From an optimization exercise on the open Yosys and OpenROAD flow, aimed at small area and a short achievable clock period; shortcuts taken in it are not production practice. Only simulation tests tie the RTL to the original design; equivalence was not proved.

==> inputs of juniper <==
==> flow/design.v <==
module mpx_trace_capture #(
  parameter int unsigned DEPTH_W = 6
) (
  input  logic               clk_i,
  input  logic               rst_i,
  input  logic               valid_i,
  input  logic [31:0]        pc_i,
  input  logic [31:0]        opcode_i,
  input  logic               arm_i,
  input  logic [DEPTH_W:0]   post_count_i,
  input  logic               trig_en_i,
  input  logic [31:0]        trig_pc_i,
  input  logic               trig_force_i,
  output logic               rd_valid_o,
  input  logic               rd_ready_i,
  output logic [31:0]        rd_pc_o,
  output logic [31:0]        rd_opcode_o,
  output logic               rd_last_o,
  output logic [1:0]         state_o,
  output logic               triggered_o,
  output logic [DEPTH_W:0]   count_o
);
  localparam int unsigned DEPTH = 1 << DEPTH_W;
  localparam int unsigned CW    = DEPTH_W + 1;
  typedef enum logic [1:0] {
    ST_IDLE  = 2'd0,
    ST_ARMED = 2'd1,
    ST_POST  = 2'd2,
    ST_DONE  = 2'd3
  } state_t;
  state_t               state_q, state_d;
  logic [DEPTH_W-1:0]   wr_ptr_q, wr_ptr_d;
  logic [DEPTH_W-1:0]   rd_ptr_q, rd_ptr_d;
  logic [CW-1:0]        count_q, count_d;
  logic [CW-1:0]        remaining_q, remaining_d;
  logic [CW-1:0]        left_q, left_d;
  logic [CW-1:0]        post_len_q, post_len_d;
  logic                 triggered_q, triggered_d;
  logic [63:0]          mem [DEPTH];
  logic                 wr_en;
  logic                 trig;
  logic                 enter_done;
  logic                 rd_fire;
  logic [CW-1:0]        post_clamp;
  assign trig       = trig_force_i | (valid_i & trig_en_i & (pc_i == trig_pc_i));
  assign post_clamp = (post_count_i > CW'(DEPTH)) ? CW'(DEPTH) : post_count_i;
  assign rd_valid_o = (state_q == ST_DONE) && (left_q != '0);
  assign rd_fire    = rd_valid_o & rd_ready_i;
  always_comb begin
    state_d     = state_q;
    wr_ptr_d    = wr_ptr_q;
    rd_ptr_d    = rd_ptr_q;
    count_d     = count_q;
    remaining_d = remaining_q;
    left_d      = left_q;
    post_len_d  = post_len_q;
    triggered_d = triggered_q;
    wr_en       = 1'b0;
    enter_done  = 1'b0;
    if (arm_i) begin
      state_d     = ST_ARMED;
      count_d     = '0;
      triggered_d = 1'b0;
      post_len_d  = post_clamp;
      left_d      = '0;
    end else begin
      unique case (state_q)
        ST_ARMED: begin
          if (trig) begin
            triggered_d = 1'b1;
            if (valid_i && (post_len_q != '0)) begin
              wr_en       = 1'b1;
              remaining_d = post_len_q - CW'(1);
            end else begin
              remaining_d = post_len_q;
            end
            if (remaining_d == '0) enter_done = 1'b1;
            else                   state_d    = ST_POST;
          end else if (valid_i) begin
            wr_en = 1'b1;
          end
        end
        ST_POST: begin
          if (valid_i) begin
            wr_en       = 1'b1;
            remaining_d = remaining_q - CW'(1);
            if (remaining_d == '0) enter_done = 1'b1;
          end
        end
        ST_DONE: begin
          if (rd_fire) begin
            rd_ptr_d = rd_ptr_q + DEPTH_W'(1);
            left_d   = left_q - CW'(1);
            if (left_q == CW'(1)) state_d = ST_IDLE;
          end else if (left_q == '0) begin
            state_d = ST_IDLE;
          end
        end
        default: ;
      endcase
      if (wr_en) begin
        wr_ptr_d = wr_ptr_q + DEPTH_W'(1);
        count_d  = (count_q == CW'(DEPTH)) ? count_q : count_q + CW'(1);
      end
      if (enter_done) begin
        state_d  = ST_DONE;
        rd_ptr_d = wr_ptr_d - count_d[DEPTH_W-1:0];
        left_d   = count_d;
      end
    end
  end
  always_ff @(posedge clk_i or negedge rst_i) begin
    if (!rst_i) begin
      state_q     <= ST_IDLE;
      wr_ptr_q    <= '0;
      rd_ptr_q    <= '0;
      count_q     <= '0;
      remaining_q <= '0;
      left_q      <= '0;
      post_len_q  <= '0;
      triggered_q <= 1'b0;
    end else begin
      state_q     <= state_d;
      wr_ptr_q    <= wr_ptr_d;
      rd_ptr_q    <= rd_ptr_d;
      count_q     <= count_d;
      remaining_q <= remaining_d;
      left_q      <= left_d;
      post_len_q  <= post_len_d;
      triggered_q <= triggered_d;
    end
  end
  always_ff @(posedge clk_i) begin
    if (wr_en) mem[wr_ptr_q] <= {pc_i, opcode_i};
  end
  assign {rd_pc_o, rd_opcode_o} = rd_valid_o ? mem[rd_ptr_q] : 64'd0;
  assign rd_last_o   = rd_valid_o && (left_q == CW'(1));
  assign state_o     = state_q;
  assign triggered_o = triggered_q;
  assign count_o     = count_q;
endmodule
==> flow/run.sh <==
#!/bin/bash
# synth_recipe.tcl (not shown) runs the flow's synth.tcl, then flattens the netlist and writes it again
# the make line also repeats each setting of config.mk as NAME=value (left out here)
make -C /OpenROAD-flow-scripts/flow DESIGN_CONFIG=/design/flow/config.mk WORK_HOME=/design/flow/orfs CLKGATE_MAP_FILE= SYNTH_SCRIPT=/design/flow/synth_recipe.tcl finish
==> flow/config.mk <==
export PLATFORM = sky130hd
export DESIGN_NAME = mpx_trace_capture
export DESIGN_NICKNAME = mpx_trace_capture
export VERILOG_FILES = /design/flow/design.v
export SDC_FILE = /design/flow/constraint.sdc
export NUM_CORES = 4
export LEC_CHECK = 0
export CAP_MARGIN = 20
export CORE_MARGIN = 2
export CORE_UTILIZATION = 40
export SLEW_MARGIN = 20
export SYNTH_MEMORY_MAX_BITS = 8192
==> flow/constraint.sdc <==
create_clock -name core_clock -period 6.5 [get_ports {clk_i}]
set_input_delay 1.3000 -clock core_clock [delete_from_list [all_inputs] [get_ports {clk_i}]]
set_output_delay 1.3000 -clock core_clock [all_outputs]
set_load 0.01 [all_outputs]
==> amber: changes against juniper <==
--- a/flow/design.v
+++ b/flow/design.v
@@ -23,13 +23,11 @@
   localparam int unsigned DEPTH = 1 << DEPTH_W;
   localparam int unsigned CW    = DEPTH_W + 1;
-  typedef enum logic [1:0] {
-    ST_IDLE  = 2'd0,
-    ST_ARMED = 2'd1,
-    ST_POST  = 2'd2,
-    ST_DONE  = 2'd3
-  } state_t;
-  state_t               state_q, state_d;
+  localparam logic [1:0] ST_IDLE  = 2'd0;
+  localparam logic [1:0] ST_ARMED = 2'd1;
+  localparam logic [1:0] ST_POST  = 2'd2;
+  localparam logic [1:0] ST_DONE  = 2'd3;
+  logic [1:0]           state_q, state_d;
   logic [DEPTH_W-1:0]   wr_ptr_q, wr_ptr_d;
-  logic [DEPTH_W-1:0]   rd_ptr_q, rd_ptr_d;
+  logic [DEPTH_W-1:0]   ra_q, ra_d;
   logic [CW-1:0]        count_q, count_d;
   logic [CW-1:0]        remaining_q, remaining_d;
@@ -37,18 +35,27 @@
   logic [CW-1:0]        post_len_q, post_len_d;
   logic                 triggered_q, triggered_d;
+  logic                 rv_q, rv_d;
+  logic                 last_q, last_d;
+  logic [63:0]          out_q, out_d;
   logic [63:0]          mem [DEPTH];
+  logic [63:0]          rdata;
+  logic [DEPTH-1:0]     rsel;
   logic                 wr_en;
   logic                 trig;
   logic                 enter_done;
   logic                 rd_fire;
+  logic                 ra_inc;
   logic [CW-1:0]        post_clamp;
   assign trig       = trig_force_i | (valid_i & trig_en_i & (pc_i == trig_pc_i));
   assign post_clamp = (post_count_i > CW'(DEPTH)) ? CW'(DEPTH) : post_count_i;
-  assign rd_valid_o = (state_q == ST_DONE) && (left_q != '0);
-  assign rd_fire    = rd_valid_o & rd_ready_i;
+  assign rd_fire    = rv_q & rd_ready_i;
+  always_comb begin
+    for (int r = 0; r < DEPTH; r++) rsel[r] = (ra_q == DEPTH_W'(r));
+    rdata = '0;
+    for (int r = 0; r < DEPTH; r++) rdata = rdata | (mem[r] & {64{rsel[r]}});
+  end
   always_comb begin
     state_d     = state_q;
     wr_ptr_d    = wr_ptr_q;
-    rd_ptr_d    = rd_ptr_q;
     count_d     = count_q;
     remaining_d = remaining_q;
@@ -56,6 +63,9 @@
     post_len_d  = post_len_q;
     triggered_d = triggered_q;
+    ra_d        = ra_q;
+    out_d       = '0;
     wr_en       = 1'b0;
     enter_done  = 1'b0;
+    ra_inc      = 1'b0;
     if (arm_i) begin
       state_d     = ST_ARMED;
@@ -64,6 +74,7 @@
       post_len_d  = post_clamp;
       left_d      = '0;
+      ra_d        = wr_ptr_q;
     end else begin
-      unique case (state_q)
+      case (state_q)
         ST_ARMED: begin
           if (trig) begin
@@ -89,7 +100,9 @@
         end
         ST_DONE: begin
+          out_d = out_q;
           if (rd_fire) begin
-            rd_ptr_d = rd_ptr_q + DEPTH_W'(1);
-            left_d   = left_q - CW'(1);
+            ra_inc = 1'b1;
+            left_d = left_q - CW'(1);
+            out_d  = (left_q == CW'(1)) ? 64'd0 : rdata;
             if (left_q == CW'(1)) state_d = ST_IDLE;
           end else if (left_q == '0) begin
@@ -101,12 +114,19 @@
       if (wr_en) begin
         wr_ptr_d = wr_ptr_q + DEPTH_W'(1);
-        count_d  = (count_q == CW'(DEPTH)) ? count_q : count_q + CW'(1);
+        count_d  = count_q[DEPTH_W] ? count_q : count_q + CW'(1);
+        if (count_q[DEPTH_W] || (count_q == CW'(DEPTH - 1) && post_len_q != '0))
+          ra_inc = 1'b1;
       end
       if (enter_done) begin
-        state_d  = ST_DONE;
-        rd_ptr_d = wr_ptr_d - count_d[DEPTH_W-1:0];
-        left_d   = count_d;
+        state_d = ST_DONE;
+        left_d  = count_d;
+        ra_inc  = 1'b1;
+        if (count_q != '0)  out_d = rdata;
+        else if (wr_en)     out_d = {pc_i, opcode_i};
       end
+      if (ra_inc) ra_d = ra_q + DEPTH_W'(1);
     end
+    rv_d   = (state_d == ST_DONE) && (left_d != '0);
+    last_d = rv_d && (left_d == CW'(1));
   end
   always_ff @(posedge clk_i or negedge rst_i) begin
@@ -114,5 +134,5 @@
       state_q     <= ST_IDLE;
       wr_ptr_q    <= '0;
-      rd_ptr_q    <= '0;
+      ra_q        <= '0;
       count_q     <= '0;
       remaining_q <= '0;
@@ -120,8 +140,11 @@
       post_len_q  <= '0;
       triggered_q <= 1'b0;
+      rv_q        <= 1'b0;
+      last_q      <= 1'b0;
+      out_q       <= '0;
     end else begin
       state_q     <= state_d;
       wr_ptr_q    <= wr_ptr_d;
-      rd_ptr_q    <= rd_ptr_d;
+      ra_q        <= ra_d;
       count_q     <= count_d;
       remaining_q <= remaining_d;
@@ -129,11 +152,16 @@
       post_len_q  <= post_len_d;
       triggered_q <= triggered_d;
+      rv_q        <= rv_d;
+      last_q      <= last_d;
+      out_q       <= out_d;
     end
   end
   always_ff @(posedge clk_i) begin
-    if (wr_en) mem[wr_ptr_q] <= {pc_i, opcode_i};
+    for (int r = 0; r < DEPTH; r++)
+      if (wr_en && wr_ptr_q == DEPTH_W'(r)) mem[r] <= {pc_i, opcode_i};
   end
-  assign {rd_pc_o, rd_opcode_o} = rd_valid_o ? mem[rd_ptr_q] : 64'd0;
-  assign rd_last_o   = rd_valid_o && (left_q == CW'(1));
+  assign rd_valid_o  = rv_q;
+  assign {rd_pc_o, rd_opcode_o} = out_q;
+  assign rd_last_o   = last_q;
   assign state_o     = state_q;
   assign triggered_o = triggered_q;
==> run summary <==
| Parameter | Reported |
|:---|:---|
| Status | timing/DRC/antenna clean |
| Cells taking the most area after synthesis | edfxtp_1 80%, a22oi_1 10%, nand2_1 2.0% |
| Mean area per synthesized cell | 17.3 µm² |
| Worst-Margin Slew | 1.33 ns |
(the above is from amber)
==> run summary <==
| Parameter | Reported |
|:---|:---|
| Met2 usage in global routing | 36.7% |
| Share of the final layout cell area in sequential cells | 67.6% |
| Status | timing/DRC/antenna clean |
| Cells taking the most area after synthesis | edfxtp_1 77%, mux4_2 19%, dfrtp_1 0.68% |
| Clock buffers created by TritonCTS | 414 |
| Worst-Margin Slew | 1.35 ns |
| Mean area per synthesized cell | 25.2 µm² |
(the above is from juniper)

## static timing again, ports no longer ideal
Ports are ideal in the flow. The routed layouts listed here were re-timed in OpenROAD. Step 1, drivers: a clkbuf_16 drives clk_i and a buf_2 each remaining input, both assumed. Step 2 moves the port delays by t, midway between the first and last clock arrival at a register: inputs arrive t later, outputs are due t later. That takes back most of the time a late clock gives input paths. Three values: ideal ports, drivers, drivers and shift; two values: the first two.
| run | shift t [ns] | setup slack, ns | hold slack, ns | clock arrival spread, ns |
|---|---|---|---|---|
| juniper | 1.080 | 0.164 / 0.059 / -0.043 | 0.300 / 0.221 / 0.537 | 0.056 / 0.056 |
| amber | 1.105 | 1.287 / 1.287 / 0.708 | 0.335 / 0.257 / 0.548 | 0.065 / 0.066 |
With both steps, setup timing fails in juniper, where it was met with ideal ports. The setup slack of amber, which loses most, moves by 0.000 ns with the drivers and by -0.579 ns with both steps.
